From an optimization exercise on the open Yosys and OpenROAD flow, aimed at small area, a short achievable clock period and few clock cycles per item; shortcuts taken in it are not production practice.
In this exercise RTL edits were held to simulation tests only and were not proved equivalent to the original.
Power figures rest on the tool's default switching activity, not on a simulated workload.

==> flow/design.v <==
`default_nettype none
package srtfo_pkg;
   localparam int MaxSections = 16;
   localparam int IndexWidth  = 4;
   localparam int CountWidth  = 5;
   localparam int DataWidth   = 32;
   localparam int CsrIdxWidth = 4;
   typedef enum logic {
      OP_WRITE     = 1'b0,
      OP_TRANSLATE = 1'b1
   } op_type;
   typedef enum logic [CsrIdxWidth-1:0] {
      CSR_ENTRY_COUNT = 4'd0,
      CSR_IMAGE_BASE  = 4'd1
   } csr_index_type;
endpackage
`default_nettype wire
`default_nettype none
import srtfo_pkg::*;
module srtfo_compare (
   input  wire logic [srtfo_pkg::DataWidth-1:0]                            addr,
   input  wire logic [srtfo_pkg::MaxSections-1:0]                          active,
   input  wire logic [srtfo_pkg::MaxSections-1:0][srtfo_pkg::DataWidth-1:0] startn,
   input  wire logic [srtfo_pkg::MaxSections-1:0][srtfo_pkg::DataWidth-1:0] lastn,
   output logic [srtfo_pkg::MaxSections-1:0]                               hit
);
   localparam int GroupBits = 8;
   localparam int Groups    = DataWidth / GroupBits;
   function automatic logic geq(input logic [DataWidth-1:0] a, input logic [DataWidth-1:0] b);
      logic [Groups-1:0] gt, ge;
      logic              r0, r1;
      for (int n = 0; n < Groups; n++) begin
         r0 = 1'b0;
         r1 = 1'b1;
         for (int j = 0; j < GroupBits; j++) begin
            r0 = (a[GroupBits*n+j] & ~b[GroupBits*n+j]) | ((a[GroupBits*n+j] | ~b[GroupBits*n+j]) & r0);
            r1 = (a[GroupBits*n+j] & ~b[GroupBits*n+j]) | ((a[GroupBits*n+j] | ~b[GroupBits*n+j]) & r1);
         end
         gt[n] = r0;
         ge[n] = r1;
      end
      for (int w = 1; w < Groups; w = w * 2) begin
         for (int k = 0; k < Groups; k = k + 2 * w) begin
            gt[k] = gt[k+w] | (ge[k+w] & gt[k]);
            ge[k] = gt[k+w] | (ge[k+w] & ge[k]);
         end
      end
      geq = ge[0];
   endfunction
   always_comb begin
      for (int i = 0; i < MaxSections; i++)
         hit[i] = active[i] && geq(addr, ~startn[i]) && geq(~lastn[i], addr);
   end
endmodule
module srtfo_select #(
   parameter int Width = 8
) (
   input  wire logic [srtfo_pkg::MaxSections-1:0]            hit,
   input  wire logic [srtfo_pkg::MaxSections-1:0][Width-1:0] bias,
   input  wire logic [Width-1:0]                             addr,
   output logic                                              found,
   output logic [Width-1:0]                                  sel,
   output logic [Width-1:0]                                  p
);
   logic [MaxSections-1:0]            f;
   logic [MaxSections-1:0][Width-1:0] v;
   always_comb begin
      f = hit;
      for (int i = 0; i < MaxSections; i++)
         v[i] = bias[i] & {Width{hit[i]}};
      for (int d = 1; d < MaxSections; d = d * 2) begin
         for (int k = 0; k < MaxSections; k = k + 2 * d) begin
            v[k] = f[k] ? v[k] : v[k+d];
            f[k] = f[k] | f[k+d];
         end
      end
      sel   = v[0];
      found = f[0];
      p     = (addr & {Width{f[0]}}) ^ v[0];
   end
endmodule
module srtfo_pg_sum (
   input  wire logic [srtfo_pkg::DataWidth-1:0] g,
   input  wire logic [srtfo_pkg::DataWidth-1:0] p,
   output logic [srtfo_pkg::DataWidth-1:0]      sum
);
   logic [DataWidth-1:0] gg, pp, gn, pn;
   always_comb begin
      gg = g;
      pp = p;
      for (int d = 1; d < DataWidth; d = d * 2) begin
         gn = gg;
         pn = pp;
         for (int i = d; i < DataWidth; i++) begin
            gn[i] = gg[i] | (pp[i] & gg[i-d]);
            pn[i] = pp[i] & pp[i-d];
         end
         gg = gn;
         pp = pn;
      end
      sum = p ^ {gg[DataWidth-2:0], 1'b0};
   end
endmodule
module section_rva_to_file_offset (
   input  wire logic                                 clock,
   input  wire logic                                 reset,
   input  wire logic                                 start,
   output logic                                      busy,
   input  wire logic                                 req_op,
   input  wire logic [srtfo_pkg::IndexWidth-1:0]     req_entry_index,
   input  wire logic [srtfo_pkg::DataWidth-1:0]      req_entry_start,
   input  wire logic [srtfo_pkg::DataWidth-1:0]      req_entry_raw_size,
   input  wire logic [srtfo_pkg::DataWidth-1:0]      req_entry_raw_offset,
   input  wire logic [srtfo_pkg::DataWidth-1:0]      req_rel_address,
   output logic                                      rsp_strobe,
   output logic                                      rsp_found,
   output logic [srtfo_pkg::DataWidth-1:0]           rsp_file_offset,
   output logic [srtfo_pkg::DataWidth-1:0]           rsp_virtual_address,
   input  wire logic                                 csr_valid,
   output logic                                      csr_ready,
   input  wire logic [srtfo_pkg::CsrIdxWidth-1:0]    csr_index,
   input  wire logic [srtfo_pkg::DataWidth-1:0]      csr_data
);
   function automatic logic [DataWidth-1:0] add_bk(input logic [DataWidth-1:0] a,
                                                   input logic [DataWidth-1:0] b);
      logic [DataWidth-1:0] g, p, gg, pp;
      g  = a & b;
      p  = a ^ b;
      gg = g;
      pp = p;
      for (int d = 1; d < DataWidth; d = d * 2) begin
         for (int i = 2 * d - 1; i < DataWidth; i = i + 2 * d) begin
            gg[i] = gg[i] | (pp[i] & gg[i-d]);
            pp[i] = pp[i] & pp[i-d];
         end
      end
      for (int d = DataWidth / 4; d >= 1; d = d / 2) begin
         for (int i = 3 * d - 1; i < DataWidth; i = i + 2 * d) begin
            gg[i] = gg[i] | (pp[i] & gg[i-d]);
            pp[i] = pp[i] & pp[i-d];
         end
      end
      add_bk = p ^ {gg[DataWidth-2:0], 1'b0};
   endfunction
   logic                    accept;
   logic [CountWidth-1:0]   count_ff;
   logic [DataWidth-1:0]    base_ff;
   logic [MaxSections-1:0][DataWidth-1:0] startn_ff;
   logic [MaxSections-1:0][DataWidth-1:0] endn_ff;
   logic [MaxSections-1:0][DataWidth-1:0] bias_ff;
   logic [DataWidth-1:0]    startn_in, endn_in, bias_in;
   logic [MaxSections-1:0]  tbl_we;
   logic [MaxSections-1:0]  active;
   localparam int SliceWidth = 8;
   logic [MaxSections-1:0]  hit;
   logic [DataWidth/SliceWidth-1:0] slice_found;
   logic [DataWidth-1:0]    lk_p;
   logic [DataWidth/SliceWidth-1:0][MaxSections-1:0][SliceWidth-1:0] bias_slice;
   logic [DataWidth-1:0]    lk_sel;
   logic                    out_strobe_ff;
   logic                    out_found_ff;
   logic [DataWidth-1:0]    out_g_ff;
   logic [DataWidth-1:0]    out_p_ff;
   logic [DataWidth-1:0]    out_va_ff;
   assign busy      = 1'b0;
   assign csr_ready = 1'b1;
   assign accept    = start;
   always_ff @(posedge clock) begin
      if (reset) begin
         count_ff <= '0;
         base_ff  <= '0;
      end else if (csr_valid) begin
         if (csr_index == CSR_ENTRY_COUNT) count_ff <= csr_data[CountWidth-1:0];
         if (csr_index == CSR_IMAGE_BASE)  base_ff  <= csr_data;
      end
   end
   assign startn_in = ~{req_entry_start[DataWidth-1:1],
                        req_entry_start[0] | (req_entry_start == '0)};
   assign endn_in   = ~(req_entry_start + req_entry_raw_size);
   assign bias_in   = req_entry_raw_offset - req_entry_start;
   always_comb begin
      for (int i = 0; i < MaxSections; i++)
         tbl_we[i] = accept && (req_op == 1'b0) && (req_entry_index == IndexWidth'(i));
   end
   always_ff @(posedge clock) begin
      for (int i = 0; i < MaxSections; i++) begin
         if (tbl_we[i]) begin
            startn_ff[i] <= startn_in;
            endn_ff[i]   <= endn_in;
            bias_ff[i]   <= bias_in;
         end
      end
   end
   always_comb begin
      for (int i = 0; i < MaxSections; i++)
         active[i] = (CountWidth'(i) < count_ff);
   end
   srtfo_compare u_compare (
      .addr   (req_rel_address),
      .active (active),
      .startn (startn_ff),
      .lastn  (endn_ff),
      .hit    (hit)
   );
   for (genvar j = 0; j < DataWidth / SliceWidth; j++) begin : g_slice
      for (genvar i = 0; i < MaxSections; i++) begin : g_slot
         assign bias_slice[j][i] = bias_ff[i][j*SliceWidth +: SliceWidth];
      end
   end
   for (genvar j = 0; j < DataWidth / SliceWidth; j++) begin : g_sel
      srtfo_select #(.Width(SliceWidth)) u_select (
         .hit  (hit),
         .bias  (bias_slice[j]),
         .addr  (req_rel_address[j*SliceWidth +: SliceWidth]),
         .found (slice_found[j]),
         .sel   (lk_sel[j*SliceWidth +: SliceWidth]),
         .p     (lk_p[j*SliceWidth +: SliceWidth])
      );
   end
   always_ff @(posedge clock) begin
      if (reset) out_strobe_ff <= 1'b0;
      else       out_strobe_ff <= accept && (req_op == 1'b1);
   end
   always_ff @(posedge clock) begin
      out_found_ff <= slice_found[0];
      out_g_ff     <= req_rel_address & lk_sel;
      out_p_ff     <= lk_p;
      out_va_ff    <= add_bk(base_ff, req_rel_address);
   end
   srtfo_pg_sum u_sum (
      .g   (out_g_ff),
      .p   (out_p_ff),
      .sum (rsp_file_offset)
   );
   assign rsp_strobe          = out_strobe_ff;
   assign rsp_found           = out_found_ff;
   assign rsp_virtual_address = out_va_ff;
endmodule
`default_nettype wire
clock: 5.0 ns
lec_check: 0
abc_area: 1
cap_margin: 20
core_margin: 2
core_utilization: 60
cts_cluster_diameter: 90
cts_cluster_size: 25
setup_slack_margin: 1.8
slew_margin: 20
synth_hierarchical: 1
run.sh (not shown) runs the stock make flow with config.mk's settings and CLKGATE_MAP_FILE= SYNTH_SCRIPT=/design/flow/synth_recipe.tcl, a recipe that flattens the netlist after the stock synthesis.
Testbench counts at the start, summed over its fixed seeds: cycles 7,352, items 6,717.
Then changed:
--- a/flow/design.v
+++ b/flow/design.v
@@ -151,7 +151,7 @@
    logic [DataWidth-1:0]    startn_in, endn_in, bias_in;
    logic [MaxSections-1:0]  tbl_we;
    logic [MaxSections-1:0]  active;
-   localparam int SliceWidth = 8;
+   localparam int SliceWidth = 32;
    logic [MaxSections-1:0]  hit;
    logic [DataWidth/SliceWidth-1:0] slice_found;
    logic [DataWidth-1:0]    lk_p;
=> Hold slack loses 0.0036 ns; power goes down by 0.33%; synthesized area goes down by 0.71%; cell count goes down by about 2.6%; setup slack loses 0.056 ns; wire length goes down by about 0.7%; via count goes down by about 2.3%; combinational power goes down by about 5%; utilization goes down by 2.7 points; final area goes down by about 4%; sequential power is about the same; maximum frequency goes down by about 1.7%.
Testbench counts after the change, summed over its fixed seeds: cycles 7,352, items 6,717.

[separate check: timing with driven ports]
How much do the figures lean on ideal ports? The routed layouts below were timed once more, with nothing changed but the port constraints. Step 1 (the two cells are an assumption about what drives the block):
set clk [get_ports {clock}]
set_driving_cell -lib_cell sky130_fd_sc_hd__clkbuf_16 $clk
set_driving_cell -lib_cell sky130_fd_sc_hd__buf_2 [delete_from_list [all_inputs] $clk]
Step 2, shift: input delay + t, output delay - t, t = (earliest + latest rising clock arrival at the registers) / 2. This alone moves slack from input paths to output paths. Three values: ideal ports, drivers, drivers and shift; two values: the first two.
run	t, ns	setup WS [ns]	worst setup path at the end	pins driven straight from the clock port
the first run	0.828	1.687 / 1.488 / 0.660	input to register	1
the second run	0.818	1.631 / 1.364 / 0.547	input to register	1
After both steps every run listed still meets setup and hold. For the second run, which loses most, drivers alone change the setup slack by -0.267 ns; drivers and shift together by -1.084 ns.
